Source: an optimization exercise on an open RTL-to-GDS flow (aim: small area, a short achievable clock period and few clock cycles per item). Production flows keep margins and buffers that such runs may drop.
At most, simulation tests tie the RTL to the original design; equivalence was not proved.
Function not checked in run 2: the RTL went through the layout flow alone.

### flow/config.mk
export PLATFORM = sky130hd
export DESIGN_NAME = pv_perturb_observe_mppt
export DESIGN_NICKNAME = pv_perturb_observe_mppt
export VERILOG_FILES = /design/flow/design.v
export SDC_FILE = /design/flow/constraint.sdc
export NUM_CORES = 4
export LEC_CHECK = 0
export CAP_MARGIN = 20
export CORE_MARGIN = 2
export CORE_UTILIZATION = 40
export CTS_BUF_LIST = sky130_fd_sc_hd__clkbuf_8 sky130_fd_sc_hd__clkbuf_16
export CTS_CLUSTER_DIAMETER = 100
export CTS_CLUSTER_SIZE = 30
export SLEW_MARGIN = 20
### flow/constraint.sdc
create_clock -name core_clock -period 11.5 [get_ports {clk}]
set_input_delay 2.3000 -clock core_clock [delete_from_list [all_inputs] [get_ports {clk}]]
set_output_delay 2.3000 -clock core_clock [all_outputs]
set_load 0.01 [all_outputs]
### flow/design.v
package pvpo_pkg;
	localparam int unsigned VOLT_W  = 15;
	localparam int unsigned CNT_W   = 16;
	localparam int unsigned POWER_W = 2 * VOLT_W;
	localparam logic [VOLT_W-1:0]  SEED_NUM     = VOLT_W'(218);
	localparam logic [POWER_W-1:0] MIN_POWER_UP = POWER_W'(120000);
	localparam logic [VOLT_W-1:0] RST_LOW_LIMIT   = '0;
	localparam logic [CNT_W-1:0]  RST_INTERVAL    = CNT_W'(25);
	localparam logic [VOLT_W-1:0] RST_STEP        = VOLT_W'(10);
	localparam logic [VOLT_W-1:0] RST_CURRENT_MIN = '0;
	localparam logic [CNT_W-1:0]  RST_FILTER      = CNT_W'(250);
endpackage
import pvpo_pkg::*;
module pvpo_core (
	input  logic [VOLT_W-1:0]  low_limit,
	input  logic [VOLT_W-1:0]  step,
	input  logic [CNT_W:0]     low_minus_step,   
	input  logic [CNT_W-1:0]   low_plus_step,    
	input  logic [CNT_W-1:0]   filter,
	input  logic [VOLT_W-1:0]  ref_q,
	input  logic [CNT_W-1:0]   stall1_q,         
	input  logic               do_seed,      
	input  logic               do_pause,     
	input  logic               do_eval,      
	input  logic               do_disturb,   
	input  logic               pge,          
	input  logic               up_trend,     
	input  logic               chg_low,      
	input  logic [VOLT_W-1:0]  load,         
	input  logic [CNT_W-1:0]   volt_step,    
	output logic               ref_we,
	output logic [VOLT_W-1:0]  ref_d,
	output logic               stall_we,
	output logic [CNT_W-1:0]   stall1_d,
	output logic               forced
);
	logic              at_low;
	logic              hold_low;
	logic              go_up;
	logic [CNT_W-1:0]  up_sum;
	logic [VOLT_W-1:0] dn_diff;
	logic              up_below;    
	logic              up_over;     
	logic              dn_below;    
	logic              sel_low, sel_max, sel_up, sel_dn, sel_load;
	logic              stall;
	logic              trip_inc;
	logic              trip_zero;
	assign at_low   = (ref_q <= low_limit);
	assign hold_low = at_low && !pge;
	assign go_up    = at_low ? pge : up_trend;
	assign up_sum   = CNT_W'(ref_q) + CNT_W'(step);
	assign dn_diff  = ref_q - step;
	assign up_below = ($signed({2'b00, ref_q}) < $signed(low_minus_step));
	assign up_over  = (ref_q > ~step);
	assign dn_below = ({1'b0, ref_q} < low_plus_step);
	assign sel_low  = do_eval && (hold_low || (go_up ? up_below : dn_below));
	assign sel_max  = do_eval && !hold_low && go_up && !up_below && up_over;
	assign sel_up   = do_eval && !hold_low && go_up && !up_below && !up_over;
	assign sel_dn   = do_eval && !hold_low && !go_up && !dn_below;
	assign sel_load = !do_eval;
	assign ref_d = ({VOLT_W{sel_low}}  & low_limit)
	             | ({VOLT_W{sel_max}})
	             | ({VOLT_W{sel_up}}   & up_sum[VOLT_W-1:0])
	             | ({VOLT_W{sel_dn}}   & dn_diff)
	             | ({VOLT_W{sel_load}} & load);
	assign stall     = (CNT_W'(ref_q) > volt_step) && chg_low;
	assign trip_inc  = (stall1_q >= filter);
	assign trip_zero = (filter == '0);
	assign forced    = do_disturb && (stall ? trip_inc : trip_zero);
	assign stall_we  = do_disturb;
	assign stall1_d  = (forced || !stall) ? CNT_W'(1) : (stall1_q + CNT_W'(1));
	assign ref_we = do_seed || do_pause || do_eval || forced;
endmodule
module pvpo_mul_tree (
	input  logic [14:0] a,
	input  logic [14:0] b,
	output logic [29:0] row_a,
	output logic [29:0] row_b
);
	logic [14:0] pp [15];
	logic t1, t2, t3, t4, t5, t6, t7, t8, t9, t10, t11, t12, t13, t14, t15, t16, t17, t18, t19, t20, t21, t22, t23, t24, t25, t26, t27, t28, t29, t30, t31, t32, t33, t34, t35, t36, t37, t38, t39, t40, t41, t42, t43, t44, t45, t46, t47, t48, t49, t50, t51, t52, t53, t54, t55, t56, t57, t58, t59, t60, t61, t62, t63, t64, t65, t66, t67, t68, t69, t70, t71, t72, t73, t74, t75, t76, t77, t78, t79, t80, t81, t82, t83, t84, t85, t86, t87, t88, t89, t90, t91, t92, t93, t94, t95, t96, t97, t98, t99, t100, t101, t102, t103, t104, t105, t106, t107, t108, t109, t110, t111, t112, t113, t114, t115, t116, t117, t118, t119, t120, t121, t122, t123, t124, t125, t126, t127, t128, t129, t130, t131, t132, t133, t134, t135, t136, t137, t138, t139, t140, t141, t142, t143, t144, t145, t146, t147, t148, t149, t150, t151, t152, t153, t154, t155, t156, t157, t158, t159, t160, t161, t162, t163, t164, t165, t166, t167, t168, t169, t170, t171, t172, t173, t174, t175, t176, t177, t178, t179, t180, t181, t182, t183, t184, t185, t186, t187, t188, t189, t190, t191, t192, t193, t194, t195, t196, t197, t198, t199, t200, t201, t202, t203, t204, t205, t206, t207, t208, t209, t210, t211, t212, t213, t214, t215, t216, t217, t218, t219, t220, t221, t222, t223, t224, t225, t226, t227, t228, t229, t230, t231, t232, t233, t234, t235, t236, t237, t238, t239, t240, t241, t242, t243, t244, t245, t246, t247, t248, t249, t250, t251, t252, t253, t254, t255, t256, t257, t258, t259, t260, t261, t262, t263, t264, t265, t266, t267, t268, t269, t270, t271, t272, t273, t274, t275, t276, t277, t278, t279, t280, t281, t282, t283, t284, t285, t286, t287, t288, t289, t290, t291, t292, t293, t294, t295, t296, t297, t298, t299, t300, t301, t302, t303, t304, t305, t306, t307, t308, t309, t310, t311, t312, t313, t314, t315, t316, t317, t318, t319, t320, t321, t322, t323, t324, t325, t326, t327, t328, t329, t330, t331, t332, t333, t334, t335, t336, t337, t338, t339, t340, t341, t342, t343, t344, t345, t346, t347, t348, t349, t350, t351, t352, t353, t354, t355, t356, t357, t358, t359, t360, t361, t362, t363, t364;
	always_comb for (int i = 0; i < 15; i++) pp[i] = b & {15{a[i]}};
	assign t1 = pp[0][13] ^ pp[1][12];
	assign t2 = pp[0][13] & pp[1][12];
	assign t3 = pp[0][14] ^ pp[1][13] ^ pp[2][12];
	assign t4 = (pp[0][14] & pp[1][13]) | (pp[0][14] & pp[2][12]) | (pp[1][13] & pp[2][12]);
	assign t5 = pp[3][11] ^ pp[4][10];
	assign t6 = pp[3][11] & pp[4][10];
	assign t7 = pp[1][14] ^ pp[2][13] ^ pp[3][12];
	assign t8 = (pp[1][14] & pp[2][13]) | (pp[1][14] & pp[3][12]) | (pp[2][13] & pp[3][12]);
	assign t9 = pp[4][11] ^ pp[5][10];
	assign t10 = pp[4][11] & pp[5][10];
	assign t11 = pp[2][14] ^ pp[3][13] ^ pp[4][12];
	assign t12 = (pp[2][14] & pp[3][13]) | (pp[2][14] & pp[4][12]) | (pp[3][13] & pp[4][12]);
	assign t13 = pp[0][9] ^ pp[1][8];
	assign t14 = pp[0][9] & pp[1][8];
	assign t15 = pp[0][10] ^ pp[1][9] ^ pp[2][8];
	assign t16 = (pp[0][10] & pp[1][9]) | (pp[0][10] & pp[2][8]) | (pp[1][9] & pp[2][8]);
	assign t17 = pp[3][7] ^ pp[4][6];
	assign t18 = pp[3][7] & pp[4][6];
	assign t19 = pp[0][11] ^ pp[1][10] ^ pp[2][9];
	assign t20 = (pp[0][11] & pp[1][10]) | (pp[0][11] & pp[2][9]) | (pp[1][10] & pp[2][9]);
	assign t21 = pp[3][8] ^ pp[4][7] ^ pp[5][6];
	assign t22 = (pp[3][8] & pp[4][7]) | (pp[3][8] & pp[5][6]) | (pp[4][7] & pp[5][6]);
	assign t23 = pp[6][5] ^ pp[7][4];
	assign t24 = pp[6][5] & pp[7][4];
	assign t25 = pp[0][12] ^ pp[1][11] ^ pp[2][10];
	assign t26 = (pp[0][12] & pp[1][11]) | (pp[0][12] & pp[2][10]) | (pp[1][11] & pp[2][10]);
	assign t27 = pp[3][9] ^ pp[4][8] ^ pp[5][7];
	assign t28 = (pp[3][9] & pp[4][8]) | (pp[3][9] & pp[5][7]) | (pp[4][8] & pp[5][7]);
	assign t29 = pp[6][6] ^ pp[7][5] ^ pp[8][4];
	assign t30 = (pp[6][6] & pp[7][5]) | (pp[6][6] & pp[8][4]) | (pp[7][5] & pp[8][4]);
	assign t31 = pp[9][3] ^ pp[10][2];
	assign t32 = pp[9][3] & pp[10][2];
	assign t33 = pp[2][11] ^ pp[3][10] ^ pp[4][9];
	assign t34 = (pp[2][11] & pp[3][10]) | (pp[2][11] & pp[4][9]) | (pp[3][10] & pp[4][9]);
	assign t35 = pp[5][8] ^ pp[6][7] ^ pp[7][6];
	assign t36 = (pp[5][8] & pp[6][7]) | (pp[5][8] & pp[7][6]) | (pp[6][7] & pp[7][6]);
	assign t37 = pp[8][5] ^ pp[9][4] ^ pp[10][3];
	assign t38 = (pp[8][5] & pp[9][4]) | (pp[8][5] & pp[10][3]) | (pp[9][4] & pp[10][3]);
	assign t39 = pp[11][2] ^ pp[12][1] ^ pp[13][0];
	assign t40 = (pp[11][2] & pp[12][1]) | (pp[11][2] & pp[13][0]) | (pp[12][1] & pp[13][0]);
	assign t41 = pp[5][9] ^ pp[6][8] ^ pp[7][7];
	assign t42 = (pp[5][9] & pp[6][8]) | (pp[5][9] & pp[7][7]) | (pp[6][8] & pp[7][7]);
	assign t43 = pp[8][6] ^ pp[9][5] ^ pp[10][4];
	assign t44 = (pp[8][6] & pp[9][5]) | (pp[8][6] & pp[10][4]) | (pp[9][5] & pp[10][4]);
	assign t45 = pp[11][3] ^ pp[12][2] ^ pp[13][1];
	assign t46 = (pp[11][3] & pp[12][2]) | (pp[11][3] & pp[13][1]) | (pp[12][2] & pp[13][1]);
	assign t47 = pp[14][0] ^ t2 ^ t3;
	assign t48 = (pp[14][0] & t2) | (pp[14][0] & t3) | (t2 & t3);
	assign t49 = pp[6][9] ^ pp[7][8] ^ pp[8][7];
	assign t50 = (pp[6][9] & pp[7][8]) | (pp[6][9] & pp[8][7]) | (pp[7][8] & pp[8][7]);
	assign t51 = pp[9][6] ^ pp[10][5] ^ pp[11][4];
	assign t52 = (pp[9][6] & pp[10][5]) | (pp[9][6] & pp[11][4]) | (pp[10][5] & pp[11][4]);
	assign t53 = pp[12][3] ^ pp[13][2] ^ pp[14][1];
	assign t54 = (pp[12][3] & pp[13][2]) | (pp[12][3] & pp[14][1]) | (pp[13][2] & pp[14][1]);
	assign t55 = t4 ^ t6 ^ t7;
	assign t56 = (t4 & t6) | (t4 & t7) | (t6 & t7);
	assign t57 = pp[5][11] ^ pp[6][10] ^ pp[7][9];
	assign t58 = (pp[5][11] & pp[6][10]) | (pp[5][11] & pp[7][9]) | (pp[6][10] & pp[7][9]);
	assign t59 = pp[8][8] ^ pp[9][7] ^ pp[10][6];
	assign t60 = (pp[8][8] & pp[9][7]) | (pp[8][8] & pp[10][6]) | (pp[9][7] & pp[10][6]);
	assign t61 = pp[11][5] ^ pp[12][4] ^ pp[13][3];
	assign t62 = (pp[11][5] & pp[12][4]) | (pp[11][5] & pp[13][3]) | (pp[12][4] & pp[13][3]);
	assign t63 = pp[14][2] ^ t8 ^ t10;
	assign t64 = (pp[14][2] & t8) | (pp[14][2] & t10) | (t8 & t10);
	assign t65 = pp[3][14] ^ pp[4][13] ^ pp[5][12];
	assign t66 = (pp[3][14] & pp[4][13]) | (pp[3][14] & pp[5][12]) | (pp[4][13] & pp[5][12]);
	assign t67 = pp[6][11] ^ pp[7][10] ^ pp[8][9];
	assign t68 = (pp[6][11] & pp[7][10]) | (pp[6][11] & pp[8][9]) | (pp[7][10] & pp[8][9]);
	assign t69 = pp[9][8] ^ pp[10][7] ^ pp[11][6];
	assign t70 = (pp[9][8] & pp[10][7]) | (pp[9][8] & pp[11][6]) | (pp[10][7] & pp[11][6]);
	assign t71 = pp[12][5] ^ pp[13][4] ^ pp[14][3];
	assign t72 = (pp[12][5] & pp[13][4]) | (pp[12][5] & pp[14][3]) | (pp[13][4] & pp[14][3]);
	assign t73 = pp[4][14] ^ pp[5][13] ^ pp[6][12];
	assign t74 = (pp[4][14] & pp[5][13]) | (pp[4][14] & pp[6][12]) | (pp[5][13] & pp[6][12]);
	assign t75 = pp[7][11] ^ pp[8][10] ^ pp[9][9];
	assign t76 = (pp[7][11] & pp[8][10]) | (pp[7][11] & pp[9][9]) | (pp[8][10] & pp[9][9]);
	assign t77 = pp[10][8] ^ pp[11][7] ^ pp[12][6];
	assign t78 = (pp[10][8] & pp[11][7]) | (pp[10][8] & pp[12][6]) | (pp[11][7] & pp[12][6]);
	assign t79 = pp[5][14] ^ pp[6][13] ^ pp[7][12];
	assign t80 = (pp[5][14] & pp[6][13]) | (pp[5][14] & pp[7][12]) | (pp[6][13] & pp[7][12]);
	assign t81 = pp[8][11] ^ pp[9][10] ^ pp[10][9];
	assign t82 = (pp[8][11] & pp[9][10]) | (pp[8][11] & pp[10][9]) | (pp[9][10] & pp[10][9]);
	assign t83 = pp[6][14] ^ pp[7][13] ^ pp[8][12];
	assign t84 = (pp[6][14] & pp[7][13]) | (pp[6][14] & pp[8][12]) | (pp[7][13] & pp[8][12]);
	assign t85 = pp[0][6] ^ pp[1][5];
	assign t86 = pp[0][6] & pp[1][5];
	assign t87 = pp[0][7] ^ pp[1][6] ^ pp[2][5];
	assign t88 = (pp[0][7] & pp[1][6]) | (pp[0][7] & pp[2][5]) | (pp[1][6] & pp[2][5]);
	assign t89 = pp[3][4] ^ pp[4][3];
	assign t90 = pp[3][4] & pp[4][3];
	assign t91 = pp[0][8] ^ pp[1][7] ^ pp[2][6];
	assign t92 = (pp[0][8] & pp[1][7]) | (pp[0][8] & pp[2][6]) | (pp[1][7] & pp[2][6]);
	assign t93 = pp[3][5] ^ pp[4][4] ^ pp[5][3];
	assign t94 = (pp[3][5] & pp[4][4]) | (pp[3][5] & pp[5][3]) | (pp[4][4] & pp[5][3]);
	assign t95 = pp[6][2] ^ pp[7][1];
	assign t96 = pp[6][2] & pp[7][1];
	assign t97 = pp[2][7] ^ pp[3][6] ^ pp[4][5];
	assign t98 = (pp[2][7] & pp[3][6]) | (pp[2][7] & pp[4][5]) | (pp[3][6] & pp[4][5]);
	assign t99 = pp[5][4] ^ pp[6][3] ^ pp[7][2];
	assign t100 = (pp[5][4] & pp[6][3]) | (pp[5][4] & pp[7][2]) | (pp[6][3] & pp[7][2]);
	assign t101 = pp[8][1] ^ pp[9][0] ^ t13;
	assign t102 = (pp[8][1] & pp[9][0]) | (pp[8][1] & t13) | (pp[9][0] & t13);
	assign t103 = pp[5][5] ^ pp[6][4] ^ pp[7][3];
	assign t104 = (pp[5][5] & pp[6][4]) | (pp[5][5] & pp[7][3]) | (pp[6][4] & pp[7][3]);
	assign t105 = pp[8][2] ^ pp[9][1] ^ pp[10][0];
	assign t106 = (pp[8][2] & pp[9][1]) | (pp[8][2] & pp[10][0]) | (pp[9][1] & pp[10][0]);
	assign t107 = t14 ^ t15 ^ t17;
	assign t108 = (t14 & t15) | (t14 & t17) | (t15 & t17);
	assign t109 = pp[8][3] ^ pp[9][2] ^ pp[10][1];
	assign t110 = (pp[8][3] & pp[9][2]) | (pp[8][3] & pp[10][1]) | (pp[9][2] & pp[10][1]);
	assign t111 = pp[11][0] ^ t16 ^ t18;
	assign t112 = (pp[11][0] & t16) | (pp[11][0] & t18) | (t16 & t18);
	assign t113 = t19 ^ t21 ^ t23;
	assign t114 = (t19 & t21) | (t19 & t23) | (t21 & t23);
	assign t115 = pp[11][1] ^ pp[12][0] ^ t20;
	assign t116 = (pp[11][1] & pp[12][0]) | (pp[11][1] & t20) | (pp[12][0] & t20);
	assign t117 = t22 ^ t24 ^ t25;
	assign t118 = (t22 & t24) | (t22 & t25) | (t24 & t25);
	assign t119 = t27 ^ t29 ^ t31;
	assign t120 = (t27 & t29) | (t27 & t31) | (t29 & t31);
	assign t121 = t1 ^ t26 ^ t28;
	assign t122 = (t1 & t26) | (t1 & t28) | (t26 & t28);
	assign t123 = t30 ^ t32 ^ t33;
	assign t124 = (t30 & t32) | (t30 & t33) | (t32 & t33);
	assign t125 = t35 ^ t37 ^ t39;
	assign t126 = (t35 & t37) | (t35 & t39) | (t37 & t39);
	assign t127 = t5 ^ t34 ^ t36;
	assign t128 = (t5 & t34) | (t5 & t36) | (t34 & t36);
	assign t129 = t38 ^ t40 ^ t41;
	assign t130 = (t38 & t40) | (t38 & t41) | (t40 & t41);
	assign t131 = t43 ^ t45 ^ t47;
	assign t132 = (t43 & t45) | (t43 & t47) | (t45 & t47);
	assign t133 = t9 ^ t42 ^ t44;
	assign t134 = (t9 & t42) | (t9 & t44) | (t42 & t44);
	assign t135 = t46 ^ t48 ^ t49;
	assign t136 = (t46 & t48) | (t46 & t49) | (t48 & t49);
	assign t137 = t51 ^ t53 ^ t55;
	assign t138 = (t51 & t53) | (t51 & t55) | (t53 & t55);
	assign t139 = t11 ^ t50 ^ t52;
	assign t140 = (t11 & t50) | (t11 & t52) | (t50 & t52);
	assign t141 = t54 ^ t56 ^ t57;
	assign t142 = (t54 & t56) | (t54 & t57) | (t56 & t57);
	assign t143 = t59 ^ t61 ^ t63;
	assign t144 = (t59 & t61) | (t59 & t63) | (t61 & t63);
	assign t145 = t12 ^ t58 ^ t60;
	assign t146 = (t12 & t58) | (t12 & t60) | (t58 & t60);
	assign t147 = t62 ^ t64 ^ t65;
	assign t148 = (t62 & t64) | (t62 & t65) | (t64 & t65);
	assign t149 = t67 ^ t69 ^ t71;
	assign t150 = (t67 & t69) | (t67 & t71) | (t69 & t71);
	assign t151 = pp[13][5] ^ pp[14][4] ^ t66;
	assign t152 = (pp[13][5] & pp[14][4]) | (pp[13][5] & t66) | (pp[14][4] & t66);
	assign t153 = t68 ^ t70 ^ t72;
	assign t154 = (t68 & t70) | (t68 & t72) | (t70 & t72);
	assign t155 = t73 ^ t75 ^ t77;
	assign t156 = (t73 & t75) | (t73 & t77) | (t75 & t77);
	assign t157 = pp[11][8] ^ pp[12][7] ^ pp[13][6];
	assign t158 = (pp[11][8] & pp[12][7]) | (pp[11][8] & pp[13][6]) | (pp[12][7] & pp[13][6]);
	assign t159 = pp[14][5] ^ t74 ^ t76;
	assign t160 = (pp[14][5] & t74) | (pp[14][5] & t76) | (t74 & t76);
	assign t161 = t78 ^ t79 ^ t81;
	assign t162 = (t78 & t79) | (t78 & t81) | (t79 & t81);
	assign t163 = pp[9][11] ^ pp[10][10] ^ pp[11][9];
	assign t164 = (pp[9][11] & pp[10][10]) | (pp[9][11] & pp[11][9]) | (pp[10][10] & pp[11][9]);
	assign t165 = pp[12][8] ^ pp[13][7] ^ pp[14][6];
	assign t166 = (pp[12][8] & pp[13][7]) | (pp[12][8] & pp[14][6]) | (pp[13][7] & pp[14][6]);
	assign t167 = t80 ^ t82 ^ t83;
	assign t168 = (t80 & t82) | (t80 & t83) | (t82 & t83);
	assign t169 = pp[7][14] ^ pp[8][13] ^ pp[9][12];
	assign t170 = (pp[7][14] & pp[8][13]) | (pp[7][14] & pp[9][12]) | (pp[8][13] & pp[9][12]);
	assign t171 = pp[10][11] ^ pp[11][10] ^ pp[12][9];
	assign t172 = (pp[10][11] & pp[11][10]) | (pp[10][11] & pp[12][9]) | (pp[11][10] & pp[12][9]);
	assign t173 = pp[13][8] ^ pp[14][7] ^ t84;
	assign t174 = (pp[13][8] & pp[14][7]) | (pp[13][8] & t84) | (pp[14][7] & t84);
	assign t175 = pp[8][14] ^ pp[9][13] ^ pp[10][12];
	assign t176 = (pp[8][14] & pp[9][13]) | (pp[8][14] & pp[10][12]) | (pp[9][13] & pp[10][12]);
	assign t177 = pp[11][11] ^ pp[12][10] ^ pp[13][9];
	assign t178 = (pp[11][11] & pp[12][10]) | (pp[11][11] & pp[13][9]) | (pp[12][10] & pp[13][9]);
	assign t179 = pp[9][14] ^ pp[10][13] ^ pp[11][12];
	assign t180 = (pp[9][14] & pp[10][13]) | (pp[9][14] & pp[11][12]) | (pp[10][13] & pp[11][12]);
	assign t181 = pp[0][4] ^ pp[1][3];
	assign t182 = pp[0][4] & pp[1][3];
	assign t183 = pp[0][5] ^ pp[1][4] ^ pp[2][3];
	assign t184 = (pp[0][5] & pp[1][4]) | (pp[0][5] & pp[2][3]) | (pp[1][4] & pp[2][3]);
	assign t185 = pp[3][2] ^ pp[4][1];
	assign t186 = pp[3][2] & pp[4][1];
	assign t187 = pp[2][4] ^ pp[3][3] ^ pp[4][2];
	assign t188 = (pp[2][4] & pp[3][3]) | (pp[2][4] & pp[4][2]) | (pp[3][3] & pp[4][2]);
	assign t189 = pp[5][1] ^ pp[6][0] ^ t85;
	assign t190 = (pp[5][1] & pp[6][0]) | (pp[5][1] & t85) | (pp[6][0] & t85);
	assign t191 = pp[5][2] ^ pp[6][1] ^ pp[7][0];
	assign t192 = (pp[5][2] & pp[6][1]) | (pp[5][2] & pp[7][0]) | (pp[6][1] & pp[7][0]);
	assign t193 = t86 ^ t87 ^ t89;
	assign t194 = (t86 & t87) | (t86 & t89) | (t87 & t89);
	assign t195 = pp[8][0] ^ t88 ^ t90;
	assign t196 = (pp[8][0] & t88) | (pp[8][0] & t90) | (t88 & t90);
	assign t197 = t91 ^ t93 ^ t95;
	assign t198 = (t91 & t93) | (t91 & t95) | (t93 & t95);
	assign t199 = t92 ^ t94 ^ t96;
	assign t200 = (t92 & t94) | (t92 & t96) | (t94 & t96);
	assign t201 = t97 ^ t99 ^ t101;
	assign t202 = (t97 & t99) | (t97 & t101) | (t99 & t101);
	assign t203 = t98 ^ t100 ^ t102;
	assign t204 = (t98 & t100) | (t98 & t102) | (t100 & t102);
	assign t205 = t103 ^ t105 ^ t107;
	assign t206 = (t103 & t105) | (t103 & t107) | (t105 & t107);
	assign t207 = t104 ^ t106 ^ t108;
	assign t208 = (t104 & t106) | (t104 & t108) | (t106 & t108);
	assign t209 = t109 ^ t111 ^ t113;
	assign t210 = (t109 & t111) | (t109 & t113) | (t111 & t113);
	assign t211 = t110 ^ t112 ^ t114;
	assign t212 = (t110 & t112) | (t110 & t114) | (t112 & t114);
	assign t213 = t115 ^ t117 ^ t119;
	assign t214 = (t115 & t117) | (t115 & t119) | (t117 & t119);
	assign t215 = t116 ^ t118 ^ t120;
	assign t216 = (t116 & t118) | (t116 & t120) | (t118 & t120);
	assign t217 = t121 ^ t123 ^ t125;
	assign t218 = (t121 & t123) | (t121 & t125) | (t123 & t125);
	assign t219 = t122 ^ t124 ^ t126;
	assign t220 = (t122 & t124) | (t122 & t126) | (t124 & t126);
	assign t221 = t127 ^ t129 ^ t131;
	assign t222 = (t127 & t129) | (t127 & t131) | (t129 & t131);
	assign t223 = t128 ^ t130 ^ t132;
	assign t224 = (t128 & t130) | (t128 & t132) | (t130 & t132);
	assign t225 = t133 ^ t135 ^ t137;
	assign t226 = (t133 & t135) | (t133 & t137) | (t135 & t137);
	assign t227 = t134 ^ t136 ^ t138;
	assign t228 = (t134 & t136) | (t134 & t138) | (t136 & t138);
	assign t229 = t139 ^ t141 ^ t143;
	assign t230 = (t139 & t141) | (t139 & t143) | (t141 & t143);
	assign t231 = t140 ^ t142 ^ t144;
	assign t232 = (t140 & t142) | (t140 & t144) | (t142 & t144);
	assign t233 = t145 ^ t147 ^ t149;
	assign t234 = (t145 & t147) | (t145 & t149) | (t147 & t149);
	assign t235 = t146 ^ t148 ^ t150;
	assign t236 = (t146 & t148) | (t146 & t150) | (t148 & t150);
	assign t237 = t151 ^ t153 ^ t155;
	assign t238 = (t151 & t153) | (t151 & t155) | (t153 & t155);
	assign t239 = t152 ^ t154 ^ t156;
	assign t240 = (t152 & t154) | (t152 & t156) | (t154 & t156);
	assign t241 = t157 ^ t159 ^ t161;
	assign t242 = (t157 & t159) | (t157 & t161) | (t159 & t161);
	assign t243 = t158 ^ t160 ^ t162;
	assign t244 = (t158 & t160) | (t158 & t162) | (t160 & t162);
	assign t245 = t163 ^ t165 ^ t167;
	assign t246 = (t163 & t165) | (t163 & t167) | (t165 & t167);
	assign t247 = t164 ^ t166 ^ t168;
	assign t248 = (t164 & t166) | (t164 & t168) | (t166 & t168);
	assign t249 = t169 ^ t171 ^ t173;
	assign t250 = (t169 & t171) | (t169 & t173) | (t171 & t173);
	assign t251 = pp[14][8] ^ t170 ^ t172;
	assign t252 = (pp[14][8] & t170) | (pp[14][8] & t172) | (t170 & t172);
	assign t253 = t174 ^ t175 ^ t177;
	assign t254 = (t174 & t175) | (t174 & t177) | (t175 & t177);
	assign t255 = pp[12][11] ^ pp[13][10] ^ pp[14][9];
	assign t256 = (pp[12][11] & pp[13][10]) | (pp[12][11] & pp[14][9]) | (pp[13][10] & pp[14][9]);
	assign t257 = t176 ^ t178 ^ t179;
	assign t258 = (t176 & t178) | (t176 & t179) | (t178 & t179);
	assign t259 = pp[10][14] ^ pp[11][13] ^ pp[12][12];
	assign t260 = (pp[10][14] & pp[11][13]) | (pp[10][14] & pp[12][12]) | (pp[11][13] & pp[12][12]);
	assign t261 = pp[13][11] ^ pp[14][10] ^ t180;
	assign t262 = (pp[13][11] & pp[14][10]) | (pp[13][11] & t180) | (pp[14][10] & t180);
	assign t263 = pp[11][14] ^ pp[12][13] ^ pp[13][12];
	assign t264 = (pp[11][14] & pp[12][13]) | (pp[11][14] & pp[13][12]) | (pp[12][13] & pp[13][12]);
	assign t265 = pp[0][3] ^ pp[1][2];
	assign t266 = pp[0][3] & pp[1][2];
	assign t267 = pp[2][2] ^ pp[3][1] ^ pp[4][0];
	assign t268 = (pp[2][2] & pp[3][1]) | (pp[2][2] & pp[4][0]) | (pp[3][1] & pp[4][0]);
	assign t269 = pp[5][0] ^ t182 ^ t183;
	assign t270 = (pp[5][0] & t182) | (pp[5][0] & t183) | (t182 & t183);
	assign t271 = t184 ^ t186 ^ t187;
	assign t272 = (t184 & t186) | (t184 & t187) | (t186 & t187);
	assign t273 = t188 ^ t190 ^ t191;
	assign t274 = (t188 & t190) | (t188 & t191) | (t190 & t191);
	assign t275 = t192 ^ t194 ^ t195;
	assign t276 = (t192 & t194) | (t192 & t195) | (t194 & t195);
	assign t277 = t196 ^ t198 ^ t199;
	assign t278 = (t196 & t198) | (t196 & t199) | (t198 & t199);
	assign t279 = t200 ^ t202 ^ t203;
	assign t280 = (t200 & t202) | (t200 & t203) | (t202 & t203);
	assign t281 = t204 ^ t206 ^ t207;
	assign t282 = (t204 & t206) | (t204 & t207) | (t206 & t207);
	assign t283 = t208 ^ t210 ^ t211;
	assign t284 = (t208 & t210) | (t208 & t211) | (t210 & t211);
	assign t285 = t212 ^ t214 ^ t215;
	assign t286 = (t212 & t214) | (t212 & t215) | (t214 & t215);
	assign t287 = t216 ^ t218 ^ t219;
	assign t288 = (t216 & t218) | (t216 & t219) | (t218 & t219);
	assign t289 = t220 ^ t222 ^ t223;
	assign t290 = (t220 & t222) | (t220 & t223) | (t222 & t223);
	assign t291 = t224 ^ t226 ^ t227;
	assign t292 = (t224 & t226) | (t224 & t227) | (t226 & t227);
	assign t293 = t228 ^ t230 ^ t231;
	assign t294 = (t228 & t230) | (t228 & t231) | (t230 & t231);
	assign t295 = t232 ^ t234 ^ t235;
	assign t296 = (t232 & t234) | (t232 & t235) | (t234 & t235);
	assign t297 = t236 ^ t238 ^ t239;
	assign t298 = (t236 & t238) | (t236 & t239) | (t238 & t239);
	assign t299 = t240 ^ t242 ^ t243;
	assign t300 = (t240 & t242) | (t240 & t243) | (t242 & t243);
	assign t301 = t244 ^ t246 ^ t247;
	assign t302 = (t244 & t246) | (t244 & t247) | (t246 & t247);
	assign t303 = t248 ^ t250 ^ t251;
	assign t304 = (t248 & t250) | (t248 & t251) | (t250 & t251);
	assign t305 = t252 ^ t254 ^ t255;
	assign t306 = (t252 & t254) | (t252 & t255) | (t254 & t255);
	assign t307 = t256 ^ t258 ^ t259;
	assign t308 = (t256 & t258) | (t256 & t259) | (t258 & t259);
	assign t309 = pp[14][11] ^ t260 ^ t262;
	assign t310 = (pp[14][11] & t260) | (pp[14][11] & t262) | (t260 & t262);
	assign t311 = pp[12][14] ^ pp[13][13] ^ pp[14][12];
	assign t312 = (pp[12][14] & pp[13][13]) | (pp[12][14] & pp[14][12]) | (pp[13][13] & pp[14][12]);
	assign t313 = pp[0][2] ^ pp[1][1];
	assign t314 = pp[0][2] & pp[1][1];
	assign t315 = pp[2][1] ^ pp[3][0] ^ t265;
	assign t316 = (pp[2][1] & pp[3][0]) | (pp[2][1] & t265) | (pp[3][0] & t265);
	assign t317 = t181 ^ t266 ^ t267;
	assign t318 = (t181 & t266) | (t181 & t267) | (t266 & t267);
	assign t319 = t185 ^ t268 ^ t269;
	assign t320 = (t185 & t268) | (t185 & t269) | (t268 & t269);
	assign t321 = t189 ^ t270 ^ t271;
	assign t322 = (t189 & t270) | (t189 & t271) | (t270 & t271);
	assign t323 = t193 ^ t272 ^ t273;
	assign t324 = (t193 & t272) | (t193 & t273) | (t272 & t273);
	assign t325 = t197 ^ t274 ^ t275;
	assign t326 = (t197 & t274) | (t197 & t275) | (t274 & t275);
	assign t327 = t201 ^ t276 ^ t277;
	assign t328 = (t201 & t276) | (t201 & t277) | (t276 & t277);
	assign t329 = t205 ^ t278 ^ t279;
	assign t330 = (t205 & t278) | (t205 & t279) | (t278 & t279);
	assign t331 = t209 ^ t280 ^ t281;
	assign t332 = (t209 & t280) | (t209 & t281) | (t280 & t281);
	assign t333 = t213 ^ t282 ^ t283;
	assign t334 = (t213 & t282) | (t213 & t283) | (t282 & t283);
	assign t335 = t217 ^ t284 ^ t285;
	assign t336 = (t217 & t284) | (t217 & t285) | (t284 & t285);
	assign t337 = t221 ^ t286 ^ t287;
	assign t338 = (t221 & t286) | (t221 & t287) | (t286 & t287);
	assign t339 = t225 ^ t288 ^ t289;
	assign t340 = (t225 & t288) | (t225 & t289) | (t288 & t289);
	assign t341 = t229 ^ t290 ^ t291;
	assign t342 = (t229 & t290) | (t229 & t291) | (t290 & t291);
	assign t343 = t233 ^ t292 ^ t293;
	assign t344 = (t233 & t292) | (t233 & t293) | (t292 & t293);
	assign t345 = t237 ^ t294 ^ t295;
	assign t346 = (t237 & t294) | (t237 & t295) | (t294 & t295);
	assign t347 = t241 ^ t296 ^ t297;
	assign t348 = (t241 & t296) | (t241 & t297) | (t296 & t297);
	assign t349 = t245 ^ t298 ^ t299;
	assign t350 = (t245 & t298) | (t245 & t299) | (t298 & t299);
	assign t351 = t249 ^ t300 ^ t301;
	assign t352 = (t249 & t300) | (t249 & t301) | (t300 & t301);
	assign t353 = t253 ^ t302 ^ t303;
	assign t354 = (t253 & t302) | (t253 & t303) | (t302 & t303);
	assign t355 = t257 ^ t304 ^ t305;
	assign t356 = (t257 & t304) | (t257 & t305) | (t304 & t305);
	assign t357 = t261 ^ t306 ^ t307;
	assign t358 = (t261 & t306) | (t261 & t307) | (t306 & t307);
	assign t359 = t263 ^ t308 ^ t309;
	assign t360 = (t263 & t308) | (t263 & t309) | (t308 & t309);
	assign t361 = t264 ^ t310 ^ t311;
	assign t362 = (t264 & t310) | (t264 & t311) | (t310 & t311);
	assign t363 = pp[13][14] ^ pp[14][13] ^ t312;
	assign t364 = (pp[13][14] & pp[14][13]) | (pp[13][14] & t312) | (pp[14][13] & t312);
	assign row_a = {1'b0, pp[14][14], t362, t360, t358, t356, t354, t352, t350, t348, t346, t344, t342, t340, t338, t336, t334, t332, t330, t328, t326, t324, t322, t320, t318, t316, t314, pp[2][0], pp[0][1], pp[0][0]};
	assign row_b = {1'b0, t364, t363, t361, t359, t357, t355, t353, t351, t349, t347, t345, t343, t341, t339, t337, t335, t333, t331, t329, t327, t325, t323, t321, t319, t317, t315, t313, pp[1][0], 1'b0};
endmodule
import pvpo_pkg::*;
module pv_perturb_observe_mppt (
	input  logic        clk,
	input  logic        arst_n,
	input  logic        sample_valid,
	output logic        sample_ready,
	input  logic [1:0]  sample_action,
	input  logic [14:0] sample_pv_voltage,
	input  logic [14:0] sample_pv_current,
	input  logic [14:0] sample_charge_current,
	input  logic        sample_pause,
	output logic        result_valid,
	input  logic        result_ready,
	output logic [14:0] result_voltage_ref,
	output logic        result_evaluated,
	output logic        result_forced_pulldown,
	input  logic        cfg_valid,
	output logic        cfg_ready,
	input  logic [2:0]  cfg_index,
	input  logic [15:0] cfg_data
);
	logic [VOLT_W-1:0] low_limit;
	logic [CNT_W-1:0]  interval;
	logic [CNT_W-1:0]  interval_n;
	logic [VOLT_W-1:0] step;
	logic [VOLT_W-1:0] cur_min;
	logic [VOLT_W-1:0] cur_min_n;
	logic [CNT_W-1:0]  filter;
	logic [CNT_W-1:0]  filter_n;
	assign interval = ~interval_n;
	assign cur_min  = ~cur_min_n;
	assign filter   = ~filter_n;
	assign cfg_ready = 1'b1;
	logic [CNT_W:0]    low_minus_step;
	logic [CNT_W-1:0]  low_plus_step;
	logic [CNT_W:0]    low_minus_step_n;    
	logic [CNT_W-1:0]  low_plus_step_n;
	assign low_minus_step = ~low_minus_step_n;
	assign low_plus_step  = ~low_plus_step_n;
	always_ff @(posedge clk) begin
		low_minus_step_n <= ~({2'b00, low_limit} - {2'b00, step});
		low_plus_step_n  <= ~({1'b0, low_limit} + {1'b0, step});
	end
	always_ff @(posedge clk or negedge arst_n) begin
		if (!arst_n) begin
			low_limit <= RST_LOW_LIMIT;
			interval_n <= ~RST_INTERVAL;
			step      <= RST_STEP;
			cur_min_n  <= ~RST_CURRENT_MIN;
			filter_n   <= ~RST_FILTER;
		end else if (cfg_valid) begin
			case (cfg_index)
				3'd0: low_limit <= cfg_data[VOLT_W-1:0];
				3'd1: interval_n <= ~cfg_data[CNT_W-1:0];
				3'd2: step      <= cfg_data[VOLT_W-1:0];
				3'd3: cur_min_n  <= ~cfg_data[VOLT_W-1:0];
				3'd4: filter_n   <= ~cfg_data[CNT_W-1:0];
				default: begin
				end
			endcase
		end
	end
	logic              hv_q;     
	logic              en_q;     
	logic              hold_q;   
	logic              adv;      
	assign sample_ready = en_q;
	assign adv          = !hold_q;
	logic              s1_valid;
	logic [1:0]        s1_act;
	logic              s1_pause;
	logic              s1_chg;
	logic [VOLT_W-1:0] s1_v;
	logic [VOLT_W-1:0] s1_b;
	always_ff @(posedge clk or negedge arst_n) begin
		if (!arst_n)
			s1_valid <= 1'b0;
		else if (adv)
			s1_valid <= sample_valid;
	end
	always_ff @(posedge clk) begin
		if (adv) begin
			s1_act   <= sample_action;
			s1_pause <= sample_pause;
			s1_chg   <= (sample_charge_current < cur_min);
			s1_v     <= sample_pv_voltage;
			s1_b     <= sample_action[0] ? sample_pv_current : SEED_NUM;
		end
	end
	logic [POWER_W-1:0] row_a;
	logic [POWER_W-1:0] row_b;
	logic [CNT_W-1:0]   tick1_q;    
	logic               s1_tick;
	logic               s1_eval;
	pvpo_mul_tree u_mul (
		.a     (s1_v),
		.b     (s1_b),
		.row_a (row_a),
		.row_b (row_b)
	);
	assign s1_tick  = (s1_act == 2'd1);
	assign s1_eval  = s1_tick && !s1_pause && (tick1_q >= interval);
	always_ff @(posedge clk or negedge arst_n) begin
		if (!arst_n)
			tick1_q <= CNT_W'(1);
		else if (adv && s1_valid && s1_tick)
			tick1_q <= (s1_pause || s1_eval) ? CNT_W'(1) : (tick1_q + CNT_W'(1));
	end
	logic                s2_valid;
	logic                s2_init;
	logic                s2_tick;
	logic                s2_pause;
	logic                s2_eval;
	logic                s2_dist;
	logic                s2_chg;
	logic [VOLT_W-1:0]   s2_v;
	logic [POWER_W-1:0]  s2_ra;
	logic [POWER_W-1:0]  s2_rb;
	always_ff @(posedge clk or negedge arst_n) begin
		if (!arst_n)
			s2_valid <= 1'b0;
		else if (adv)
			s2_valid <= s1_valid;
	end
	always_ff @(posedge clk) begin
		if (adv) begin
			s2_init  <= (s1_act == 2'd0);
			s2_tick  <= s1_tick;
			s2_pause <= s1_tick && s1_pause;
			s2_eval  <= s1_eval;
			s2_dist  <= (s1_act == 2'd2);
			s2_chg   <= s1_chg;
			s2_v     <= s1_v;
			s2_ra    <= row_a;
			s2_rb    <= row_b;
		end
	end
	logic [POWER_W-1:0] prev_p_n_q;    
	logic               prev_p_zero_q;
	logic               go2;
	logic [POWER_W-1:0] power;
	logic [POWER_W-1:0] fall_s, fall_c;
	logic [POWER_W:0]   fall_sum;
	logic               pfell;
	assign go2   = adv && s2_valid;
	assign power = s2_ra + s2_rb;
	assign fall_s   = s2_ra ^ s2_rb ^ prev_p_n_q;
	assign fall_c   = (s2_ra & s2_rb) | (s2_ra & prev_p_n_q) | (s2_rb & prev_p_n_q);
	assign fall_sum = {1'b0, fall_s} + {fall_c, 1'b1};
	assign pfell    = !prev_p_zero_q && !fall_sum[POWER_W];
	always_ff @(posedge clk or negedge arst_n) begin
		if (!arst_n)
			prev_p_zero_q <= 1'b1;
		else if (go2) begin
			if (s2_init || s2_pause)
				prev_p_zero_q <= 1'b1;
			else if (s2_eval)
				prev_p_zero_q <= 1'b0;
		end
	end
	always_ff @(posedge clk) begin
		if (go2 && s2_eval)
			prev_p_n_q <= ~power;
	end
	logic                s3_valid;
	logic                s3_init;
	logic                s3_pause;
	logic                s3_eval;
	logic                s3_dist;
	logic                s3_chg;
	logic                s3_pge;
	logic                s3_fell;
	logic                s3_tick;
	logic [VOLT_W-1:0]   s3_x;          
	logic [CNT_W-1:0]    s3_vstep;      
	always_ff @(posedge clk or negedge arst_n) begin
		if (!arst_n)
			s3_valid <= 1'b0;
		else if (adv)
			s3_valid <= s2_valid;
	end
	always_ff @(posedge clk) begin
		if (adv) begin
			s3_init     <= s2_init;
			s3_pause    <= s2_pause;
			s3_eval     <= s2_eval;
			s3_dist     <= s2_dist;
			s3_chg      <= s2_chg;
			s3_pge      <= (power >= MIN_POWER_UP);
			s3_fell     <= pfell;
			s3_tick     <= s2_tick;
			s3_x        <= s2_tick ? s2_v : power[VOLT_W+7:8];
			s3_vstep    <= CNT_W'(s2_v) + CNT_W'(step);
		end
	end
	logic [VOLT_W-1:0]  ref_q;
	logic [CNT_W-1:0]   stall1_q;    
	logic [CNT_W-1:0]   prev_v_q;
	logic               go;
	logic [VOLT_W-1:0]  seed;
	logic               v_gt;
	logic               v_eq;
	logic               up_trend;
	logic               ref_we;
	logic [VOLT_W-1:0]  ref_d;
	logic               stall_we;
	logic [CNT_W-1:0]   stall1_d;
	logic               forced;
	assign go       = adv && s3_valid;
	assign seed     = (s3_x < low_limit) ? low_limit : s3_x;
	assign v_gt     = (CNT_W'(s3_x) > prev_v_q);
	assign v_eq     = (CNT_W'(s3_x) == prev_v_q);
	assign up_trend = s3_fell ? !(v_gt || v_eq) : v_gt;
	pvpo_core u_core (
		.low_limit      (low_limit),
		.step           (step),
		.low_minus_step (low_minus_step),
		.low_plus_step  (low_plus_step),
		.filter         (filter),
		.ref_q          (ref_q),
		.stall1_q       (stall1_q),
		.do_seed        (s3_init),
		.do_pause       (s3_pause),
		.do_eval        (s3_eval),
		.do_disturb     (s3_dist),
		.pge            (s3_pge),
		.up_trend       (up_trend),
		.chg_low        (s3_chg),
		.load           (s3_tick ? s3_x : seed),
		.volt_step      (s3_vstep),
		.ref_we         (ref_we),
		.ref_d          (ref_d),
		.stall_we       (stall_we),
		.stall1_d       (stall1_d),
		.forced         (forced)
	);
	always_ff @(posedge clk or negedge arst_n) begin
		if (!arst_n) begin
			ref_q    <= '0;
			stall1_q <= CNT_W'(1);
			prev_v_q <= '0;
		end else if (go) begin
			if (ref_we)
				ref_q <= ref_d;
			if (stall_we)
				stall1_q <= stall1_d;
			if (s3_init)
				prev_v_q <= CNT_W'(seed);
			else if (s3_pause)
				prev_v_q <= s3_vstep;
			else if (s3_eval)
				prev_v_q <= CNT_W'(s3_x);
		end
	end
	logic [VOLT_W+1:0] res_new;
	logic [VOLT_W+1:0] head_q;
	logic [VOLT_W+1:0] skid_q;
	logic              take;
	assign res_new = {(ref_we ? ref_d : ref_q), s3_eval, forced};
	assign take    = hv_q && result_ready;
	always_ff @(posedge clk or negedge arst_n) begin
		if (!arst_n) begin
			hv_q   <= 1'b0;
			en_q   <= 1'b1;
			hold_q <= 1'b0;
		end else begin
			if (!hv_q)
				hv_q <= go;
			else if (take && adv)
				hv_q <= go;
			en_q   <= adv ? !(hv_q && !take && go) : take;
			hold_q <= adv ? (hv_q && !take && go) : !take;
		end
	end
	always_ff @(posedge clk) begin
		if (!adv) begin
			if (take)
				head_q <= skid_q;
		end else if (go && (!hv_q || take)) begin
			head_q <= res_new;
		end
		if (adv && go && hv_q && !take)
			skid_q <= res_new;
	end
	assign result_valid           = hv_q;
	assign result_voltage_ref     = head_q[VOLT_W+1:2];
	assign result_evaluated       = head_q[1];
	assign result_forced_pulldown = head_q[0];
endmodule
### flow/flow/run.sh
#!/bin/bash
# Standard ORFS layout (the standard.sh), with extra make settings read from
# flow/knobs.txt: the timing repair aims for extra setup slack and the port buffers use a
# plain buffer cell. The clock period and all constraints stay the design's.
set -euo pipefail
mapfile -t KNOBS < <(grep -v '^#' flow/knobs.txt | grep .)
bash standard.sh "${KNOBS[@]}" finish > flow_standard.log 2>&1
### flow/flow/knobs.txt
SETUP_SLACK_MARGIN=7.7
BUFFER_PORTS_ARGS=-buffer_cell sky130_fd_sc_hd__buf_2
### flow/standard.sh
#!/bin/bash
# synth_recipe.tcl (not shown) runs the flow's synth.tcl, then flattens the netlist and writes it again
# the make line also repeats each setting of config.mk as NAME=value (left out here)
make -C /OpenROAD-flow-scripts/flow DESIGN_CONFIG=/design/flow/config.mk WORK_HOME=/design/flow/orfs CLKGATE_MAP_FILE= SYNTH_SCRIPT=/design/flow/synth_recipe.tcl "${@:-finish}"
==> results of run 1 <==
[final cells by class]
class / count / area share [%]
diodes: 1 / 0.007803
clock buffers: 23 / 1.760
clock inverters: 17 / 0.6945
inverters: 294 / 3.480
multi-input cells: 2022 / 52.76
flip-flops and latches: 393 / 33.78
well taps: 950 / 3.706
repair buffers: 181 / 3.808
[registers in the layout (all words and copies together) (netlist names), 16 cells and up]
name	flops
prev_v_q	16
s2_ra	29
prev_p_n_q	30
s2_rb	28
filter_n	16
s3_vstep	16
skid_q	17
low_minus_step_n	16
head_q	17
interval_n	16
tick1_q	16
stall1_q	16
[kinds of logic after synthesis]
| family | Yosys count |
|---|---|
| AND/OR/NAND/NOR | 808 |
| AO/OA/AOI/OAI | 604 |
| adder cells (fa/ha/maj) | 484 |
| flip-flops | 393 |
| buffers and inverters | 386 |
| XOR/XNOR | 84 |
| multiplexers | 40 |
| other | 1 |
[placed cells by master, fill, tap and decap left out, types with 31 or more instances in the layout]
cell type	n
sky130_fd_sc_hd__dfrtp_1	84
sky130_fd_sc_hd__fa_1	198
sky130_fd_sc_hd__nand3_1	39
sky130_fd_sc_hd__edfxtp_1	215
sky130_fd_sc_hd__nor2_1	121
sky130_fd_sc_hd__o21ai_0	197
sky130_fd_sc_hd__buf_4	81
sky130_fd_sc_hd__xor2_1	32
sky130_fd_sc_hd__a21oi_1	121
sky130_fd_sc_hd__ha_1	280
sky130_fd_sc_hd__a21o_1	50
sky130_fd_sc_hd__dfxtp_1	31
sky130_fd_sc_hd__o211ai_1	37
sky130_fd_sc_hd__nand2_1	250
sky130_fd_sc_hd__dfstp_2	44
sky130_fd_sc_hd__xnor2_1	52
sky130_fd_sc_hd__inv_1	290
sky130_fd_sc_hd__and2_1	205
sky130_fd_sc_hd__o21a_1	32
sky130_fd_sc_hd__buf_2	89
[cell usage after synthesis, types with 14 or more instances]
library cell	n
sky130_fd_sc_hd__o22a_1	14
sky130_fd_sc_hd__edfxtp_1	215
sky130_fd_sc_hd__a21oi_1	124
sky130_fd_sc_hd__nor4_1	14
sky130_fd_sc_hd__o211ai_1	37
sky130_fd_sc_hd__a21o_1	50
sky130_fd_sc_hd__mux2_2	21
sky130_fd_sc_hd__o21a_1	32
sky130_fd_sc_hd__inv_1	294
sky130_fd_sc_hd__nand2b_1	29
sky130_fd_sc_hd__clkbuf_1	84
sky130_fd_sc_hd__nand2_1	251
sky130_fd_sc_hd__dfstp_2	44
sky130_fd_sc_hd__xnor2_1	52
sky130_fd_sc_hd__and3_1	21
sky130_fd_sc_hd__and2_1	210
sky130_fd_sc_hd__fa_1	202
sky130_fd_sc_hd__o21bai_1	16
sky130_fd_sc_hd__mux2i_1	16
sky130_fd_sc_hd__nor2_1	121
sky130_fd_sc_hd__xor2_1	32
sky130_fd_sc_hd__o21ai_0	201
sky130_fd_sc_hd__dfxtp_1	31
sky130_fd_sc_hd__nor2b_1	25
sky130_fd_sc_hd__dfrtp_1	103
sky130_fd_sc_hd__ha_1	282
sky130_fd_sc_hd__nand3_1	39
sky130_fd_sc_hd__nand4_1	27
sky130_fd_sc_hd__nor3_1	26
[final timing paths]
check / endpoint / slack (ns)
min in group asynchronous: ref_q[4]$_DFFE_PN0P_ / 1.76
worst min register to register: s3_chg$_DFFE_PN_ / 0.43
worst min-delay path: s3_chg$_DFFE_PN_ / 0.43
worst max register to register: head_q[14]$_DFFE_PP_ / 7.69
max in group asynchronous: low_limit[4]$_DFFE_PN0P_ / 8.26
worst max-delay path: head_q[14]$_DFFE_PP_ / 7.69
[per-layer routing]
| metal | vias to the layer above | global-route usage (%) | share of wire (%) | wire [microns] |
|---|---|---|---|---|
| met2 | 604 | 35.42 | 47 | 37610 |
| li1 | 9879 | - | - | - |
| met1 | 10510 | 28.77 | 44 | 35010 |
| met5 | - | 0 | 0 | 0 |
| met4 | 0 | 9.275 | 5.0 | 4023 |
| met3 | 164 | 1.956 | 4.6 | 3705 |
[repair_timing]
item | 4_1_cts | 5_1_grt
cloned | 0 | 1
setup buffers | 36 | 41
pin swaps | 1 | 11
setup endpoints to repair | 62 | 51
gates resized for setup | 26 | 41
[per-stage QoR]
step / setup slack [ns] / utilization, % / cell area, sq um
detailed placement: 7.188 / 42.45 / 30450
CTS: 7.673 / 44.06 / 31600
global route: 7.614 / 44.70 / 32070
floorplan: 7.630 / - / 29050
finish: 7.694 / 44.71 / 32070
global placement: 7.144 / 42.45 / 30450
==> notes.md, run 1 <==
============================================================================================
HPWL reported at the end of detailed placement                                  60710 microns
Distinct cell type count of the synthesized netlist                                       79
Total core area                                                                  71730 sq um
Post-synth EDFFs                                                                         215
Synth Instances                                                                         2800
Critical path type                                                                reg -> reg
Number of max-slew violations in the final report                                          0
Number of instances in the placed design                                                3762
Unrepaired setup endpoints after global routing                                          yes
Cell-by-cell trace of the critical path                                         ha_1 -> nand4b_4 -> or3_4 -> a211o_1 -> a31o_1 -> a21oi_4 -> nor4_4 -> buf_4 -> nor4b_1 -> a2111o_1 -> mux2_4 -> mux2_4
Post-synthesis instance area                                                     29040 sq um
Main flop type after synthesis                                                  sky130_fd_sc_hd__edfxtp_1
Count of vias placed by the detailed router                                            21150
DRC Markers                                                                                0
Syn nets                                                                                3356
Effective utilization at floorplan                                                    40.48%
YS warnings                                                                                3
Flip-flop and latch count after synthesis                                                393
Chip Height                                                                     273.4 microns
Start point of the worst hold path                                              s2_chg$_DFFE_PN_
Basic-gate share of the synthesized area counting and, or, nand and nor cells         14.25%
Pre-antenna DRT Iters                                                                      5
Buffers & Inverters on Critical Path                                                       1
Complex-gate fraction of the synthesized area                                         13.35%
Insertion delay of the later-clocked pin in the worst-skew pair                      0.61 ns
All-Layer GR Usage                                                                    21.42%
Worst path slowest cell                                                         sky130_fd_sc_hd__edfxtp_1
Adder and majority cell fraction of the synthesized area                              26.08%
CP arrival                                                                           4.14 ns
Reg clk slew, reported paths                                                         0.12 ns
Relative area change from synthesis to final layout                                   10.45%
Portion of the post-synthesis area used by sequential elements                        37.23%
Number of antenna violations at the first check in global routing                          0
Layout cells sized above 1                                                            12.73%
Wire length of the first global-routing pass                                    124300 microns
Final GP Congestion                                                                    1.003
Area of the multi-input gates                                                    16920 sq um
Async set-reset flop share out of synthesis                                           37.40%
Site Rows                                                                                 98
Relative slew slack                                                                   29.94%
Endpoint required time on the critical path                                         11.84 ns
Cell count of the worst hold path                                                          0
Ratio of final minimum period to clock period                                         33.09%
Launch instance of the worst register-to-register path                          s3_x[12]$_DFFE_PN_
Multiplexer share of the synthesized area                                             1.508%
Nature of the critical path startpoint                                             flip-flop
Die Area                                                                         74760 sq um
Timing-limited maximum frequency                                                   262.8 MHz
Synth top area share                                                                  22.24%
Clock sink count                                                                         393
Iteration-0 DRC count of the detailed router                                            1438
Most frequent cell on the critical path                                         sky130_fd_sc_hd__mux2_4
Largest net degree at the start of global routing                                         90
Worst Tran Pin Value                                                                1.051 ns
Max Buffers Root-to-Sink                                                                   3
Top cell type by total area after synthesis                                     sky130_fd_sc_hd__edfxtp_1
Fillers                                                                                 6757
Syn_area_per_cell                                                                10.37 sq um
Antenna violation net count after detailed routing                                         0
Post-detailed-routing wire length                                               80350 microns
Number of global-route vias before repair                                              21460
Highest fanout seen on the critical path                                                  16
Die width                                                                       273.4 microns
Inserted Clock Buffers                                                                    22
# nets final                                                                            3470
Final instance count without filler cells                                               3881
CP Launch Point                                                                 s3_x[12]$_DFFE_PN_
CTS tree                                                                                done
Boundary Pins                                                                             92
Hold-fix buffers, CTS                                                                      0
Most area-consuming cells after synthesis                                       sky130_fd_sc_hd__edfxtp_1 (22%), sky130_fd_sc_hd__fa_1 (14%), sky130_fd_sc_hd__ha_1 (12%)
Number of cells on the worst reg-to-reg path                                              12
Number of port buffers                                                                    90
Worst hold slack across all endpoints                                              0.4284 ns
Status                                                      no timing/DRC/antenna violations
Post-route clock skew                                                             0.05353 ns
Worst min-delay path category                                                     reg -> reg
Slowest cell delay on critical path                                                  0.46 ns
FF+latch area                                                                    10830 sq um
Hold Vio Cnt, Final                                                                        0
Total stage count of the critical path                                                    12
Root Buffer                                                                     sky130_fd_sc_hd__clkbuf_16
Final Setup Violations                                                                     0
Per-cell via count in the routed design                                                5.450
Synth Area in XOR/XNOR                                                                2.534%
Grt total ovfl                                                                             0
Maxcap violations                                                                          0
Largest family of logic cells by synthesized area                                adder cells
Htree depth                                                                                1
Routed length per placed instance                                               20.70 microns
Setup_tns                                                                               0 ns
Min Tclk post-route                                                                 3.806 ns
Worst path top cell family by delay                                             compound AO/OA/AOI/OAI gates
Endpoint type of the worst setup path                                              flip-flop
============================================================================================
Testbench counts, summed over its fixed seeds: cycles 12,115, items 12,083.
==> run 2: changes to the inputs <==
--- a/flow/design.v
+++ b/flow/design.v
@@ -704,6 +704,9 @@
 	end
 	logic [VOLT_W+1:0] res_new;
-	logic [VOLT_W+1:0] head_q;
-	logic [VOLT_W+1:0] skid_q;
+	logic [VOLT_W+1:0] ent0_q;
+	logic [VOLT_W+1:0] ent1_q;
+	logic [VOLT_W+1:0] head;
+	logic              wr_q;
+	logic              rd_q;
 	logic              take;
 	assign res_new = {(ref_we ? ref_d : ref_q), s3_eval, forced};
@@ -723,17 +726,25 @@
 		end
 	end
-	always_ff @(posedge clk) begin
-		if (!adv) begin
+	always_ff @(posedge clk or negedge arst_n) begin
+		if (!arst_n) begin
+			wr_q <= 1'b0;
+			rd_q <= 1'b0;
+		end else begin
+			if (go)
+				wr_q <= !wr_q;
 			if (take)
-				head_q <= skid_q;
-		end else if (go && (!hv_q || take)) begin
-			head_q <= res_new;
+				rd_q <= !rd_q;
 		end
-		if (adv && go && hv_q && !take)
-			skid_q <= res_new;
 	end
+	always_ff @(posedge clk) begin
+		if (go && !wr_q)
+			ent0_q <= res_new;
+		if (go && wr_q)
+			ent1_q <= res_new;
+	end
+	assign head                   = rd_q ? ent1_q : ent0_q;
 	assign result_valid           = hv_q;
-	assign result_voltage_ref     = head_q[VOLT_W+1:2];
-	assign result_evaluated       = head_q[1];
-	assign result_forced_pulldown = head_q[0];
+	assign result_voltage_ref     = head[VOLT_W+1:2];
+	assign result_evaluated       = head[1];
+	assign result_forced_pulldown = head[0];
 endmodule
==> flow/flow/knobs.txt (replaced) <==
SETUP_SLACK_MARGIN=7.5
BUFFER_PORTS_ARGS=-buffer_cell sky130_fd_sc_hd__buf_2
==> run 2 against run 1 <==
  * Still clean on timing, DRC and antenna
  * Flip-flop and latch count increased by 2
  * Critical path depth decreased by 9
  * Non-clock buffer count decreased by 53
  * Worst setup slack got worse by 0.21 ns
  * Fmax decreased by 5.2%
  * Highest routed layer unchanged
==> notes.md, run 2 <==
================================================================================
Area of all placed cells without fillers                             31890 sq um
Portion of the post-synthesis area used by sequential elements            36.82%
Cell-by-cell trace of the critical path                             buf_12 -> mux2_2 -> buf_2
Max Buffers Root-to-Sink                                                       3
Root Buffer                                                         sky130_fd_sc_hd__clkbuf_16
Post-route clock skew                                                 0.03159 ns
CP arrival                                                               1.71 ns
Htree depth                                                                    1
Async set-reset flop share out of synthesis                               37.72%
Ratio of final minimum period to clock period                             34.91%
Synth top area share                                                      21.89%
Most used cells in the layout excluding fill and tap cells          sky130_fd_sc_hd__inv_1 (292), sky130_fd_sc_hd__ha_1 (282), sky130_fd_sc_hd__nand2_1 (262), sky130_fd_sc_hd__edfxtp_1 (215), sky130_fd_sc_hd__o21ai_0 (204)
Number of port buffers                                                        90
Endpoint type of the worst setup path                                output port
Unrepaired setup endpoints after global routing                              yes
Worst path slowest cell                                             sky130_fd_sc_hd__dfrtp_4
Number of antenna violations at the first check in global routing              0
Grt total ovfl                                                                 0
Critical path type                                                    reg -> out
Main flop type after synthesis                                      sky130_fd_sc_hd__edfxtp_1
Worst hold slack across all endpoints                                  0.4459 ns
Reg clk slew, reported paths                                             0.11 ns
Number of cells on the worst reg-to-reg path                                  11
Maxcap violations                                                              0
Relative area change from synthesis to final layout                       8.106%
Nature of the critical path startpoint                                 flip-flop
Setup_tns                                                                   0 ns
Count of vias placed by the detailed router                                21190
Chip Height                                                         275.6 microns
Timing-limited maximum frequency                                       249.1 MHz
Wire length of the first global-routing pass                        120500 microns
# nets final                                                                3462
Most common cell after layout, fill and taps aside                  sky130_fd_sc_hd__inv_1
Largest net degree at the start of global routing                             82
Status                                          no timing/DRC/antenna violations
Die width                                                           275.6 microns
Routed length per placed instance                                   19.87 microns
Pre-antenna DRT Iters                                                          5
Final GP Congestion                                                       0.9207
Synth Instances                                                             2857
Post-synth EDFFs                                                             215
Library cell with the highest instance count after synthesis        sky130_fd_sc_hd__inv_1
Cell count of the worst hold path                                              0
Syn_area_per_cell                                                    10.32 sq um
Min Tclk post-route                                                     4.014 ns
Most area-consuming cells after synthesis                           sky130_fd_sc_hd__edfxtp_1 (22%), sky130_fd_sc_hd__fa_1 (14%), sky130_fd_sc_hd__ha_1 (12%)
Post-synthesis instance area                                         29500 sq um
HPWL reported at the end of detailed placement                      58510 microns
Final Setup Violations                                                         0
Boundary Pins                                                                 92
Endpoint required time on the critical path                              9.20 ns
Hold Vio Cnt, Final                                                            0
Number of global-route vias before repair                                  21770
Relative slew slack                                                       24.29%
Highest fanout seen on the critical path                                       9
Slowest cell delay on critical path                                      0.51 ns
Area after DPL                                                       30850 sq um
CTS tree                                                                    done
Post-detailed-routing wire length                                   77110 microns
Inserted Clock Buffers                                                        22
Worst Tran Pin Value                                                    1.135 ns
Top cell type by total area after synthesis                         sky130_fd_sc_hd__edfxtp_1
Leading post-synthesis cells by instance count                      sky130_fd_sc_hd__inv_1 (294), sky130_fd_sc_hd__ha_1 (282), sky130_fd_sc_hd__nand2_1 (265)
Syn nets                                                                    3413
Diodes inserted                                                                0
Biggest regs                                                        prev_p_n_q x30, s2_ra x29, s2_rb x28
Per-cell via count in the routed design                                    5.460
Number of max-slew violations in the final report                              0
Max FFs per register                                                          30
Die Area                                                             75930 sq um
Iteration-0 DRC count of the detailed router                                1516
Layout cells sized above 1                                                10.27%
Insertion delay of the later-clocked pin in the worst-skew pair          0.59 ns
All-Layer GR Usage                                                        20.37%
Worst min-delay path category                                         reg -> reg
Site Rows                                                                     99
DRC Markers                                                                    0
Clock sink count                                                             395
Flip-flop and latch count after synthesis                                    395
Reg-to-reg setup timing slack                                            7.62 ns
Antenna violation net count after detailed routing                             0
Distinct cell type count of the synthesized netlist                           93
Effective utilization at floorplan                                        40.43%
Register bank with the most flops                                     prev_p_n_q
YS warnings                                                                    3
Total core area                                                      72960 sq um
================================================================================
[run 2: critical path, delay by kind of cell (launching register included)]
| kind | cells | cell delay [ns] |
|---|---|---|
| buf+inv | 2 | 0.30 |
| flops | 1 | 0.51 |
| mux | 1 | 0.32 |
[run 2: logic make-up after synthesis]
group | Yosys count | share of synthesized area [%]
other | 1 | 0.01271
xor gates and xnor gates | 75 | 2.227
and+or+nand+nor | 820 | 14.21
adders and majority gates | 484 | 25.67
DFF | 395 | 36.82
AOI/OAI and AO/OA | 636 | 14.10
buffers and inverters | 398 | 5.175
muxes | 48 | 1.786
[run 2: metrics by stage]
stage	util [%]	setup WS [ns]	std cells
after floorplan	-	7.506	2857
after global placement	42.28	7.340	3817
after detailed placement	42.28	7.354	3817
after CTS	43.51	7.460	3870
after global routing	43.71	7.430	3881
final	43.71	7.486	3881
[run 2: layout make-up]
cell class | count | area [sq um]
fillers | 6882 | 41070
clock buffers | 23 | 575.6
repair buffers | 128 | 769.5
well taps | 959 | 1200
inverters | 295 | 1115
flip-flops and latches | 395 | 10870
clock inverters | 17 | 198.9
multi-input cells | 2064 | 17170
[run 2: repair_timing]
item                                    CTS  global route
resized for setup                         6            15
buffers inserted                         13             9
hold buffers                              0             0
pin swaps                                 0             7
endpoints found under the setup margin   47            46
[run 2: metal layers]
metal / vias to the layer above / share of wire [%] / global-route usage (%) / wire (microns)
met5: - / 0 / 0 / 0
met4: 0 / 3.0 / 5.960 / 2280
met3: 119 / 3.7 / 2.088 / 2855
met2: 465 / 49 / 35.44 / 37490
met1: 10570 / 45 / 26.84 / 34480
li1: 10040 / - / - / -
[run 2: final timing paths]
| path | start | endpoint |
|---|---|---|
| min in group asynchronous | arst_n | ref_q[6]$_DFFE_PN0P_ |
| max reg2reg | step[1]$_DFFE_PN1P_ | ent1_q[15]$_DFFE_PP_ |
| min reg2reg | s2_dist$_DFFE_PN_ | s3_dist$_DFFE_PN_ |
| max in group asynchronous | arst_n | tick1_q[6]$_DFFE_PN0P_ |
| max | rd_q$_DFFE_PN0P_ | result_voltage_ref[0] |
| min | s2_dist$_DFFE_PN_ | s3_dist$_DFFE_PN_ |

[static timing again, ports no longer ideal]
The flow's constraints put no driver on any port. The routed layouts listed below were extracted and timed again, unchanged, in two steps. Step 1 (the two cells are an assumption about what drives the block):
set clk [get_ports {clk}]
set_driving_cell -lib_cell sky130_fd_sc_hd__clkbuf_16 $clk
set_driving_cell -lib_cell sky130_fd_sc_hd__buf_2 [delete_from_list [all_inputs] $clk]
Step 2 adds t to the input delays and takes it off the output delays; t is the mean of the earliest and latest rising clock arrival at the registers after step 1. Input paths then give back, and output paths get back, about the clock's delay inside the block. Three values: ideal ports, drivers, drivers and shift; two values: the first two.
run	shift t [ns]	slack for setup (ns)	clock arrival spread, ns	worst register clock-pin slew, ns	worst data-port slew with drivers (ns)
run 1	0.638	7.694 / 7.694 / 7.439	0.072 / 0.072	0.12 / 0.12	0.04
run 2	0.634	7.486 / 7.426 / 7.336	0.034 / 0.034	0.12 / 0.12	0.04
After both steps every run listed still meets setup and hold. The setup slack of run 1, which loses most, moves by 0.000 ns with the drivers and by -0.255 ns with both steps.
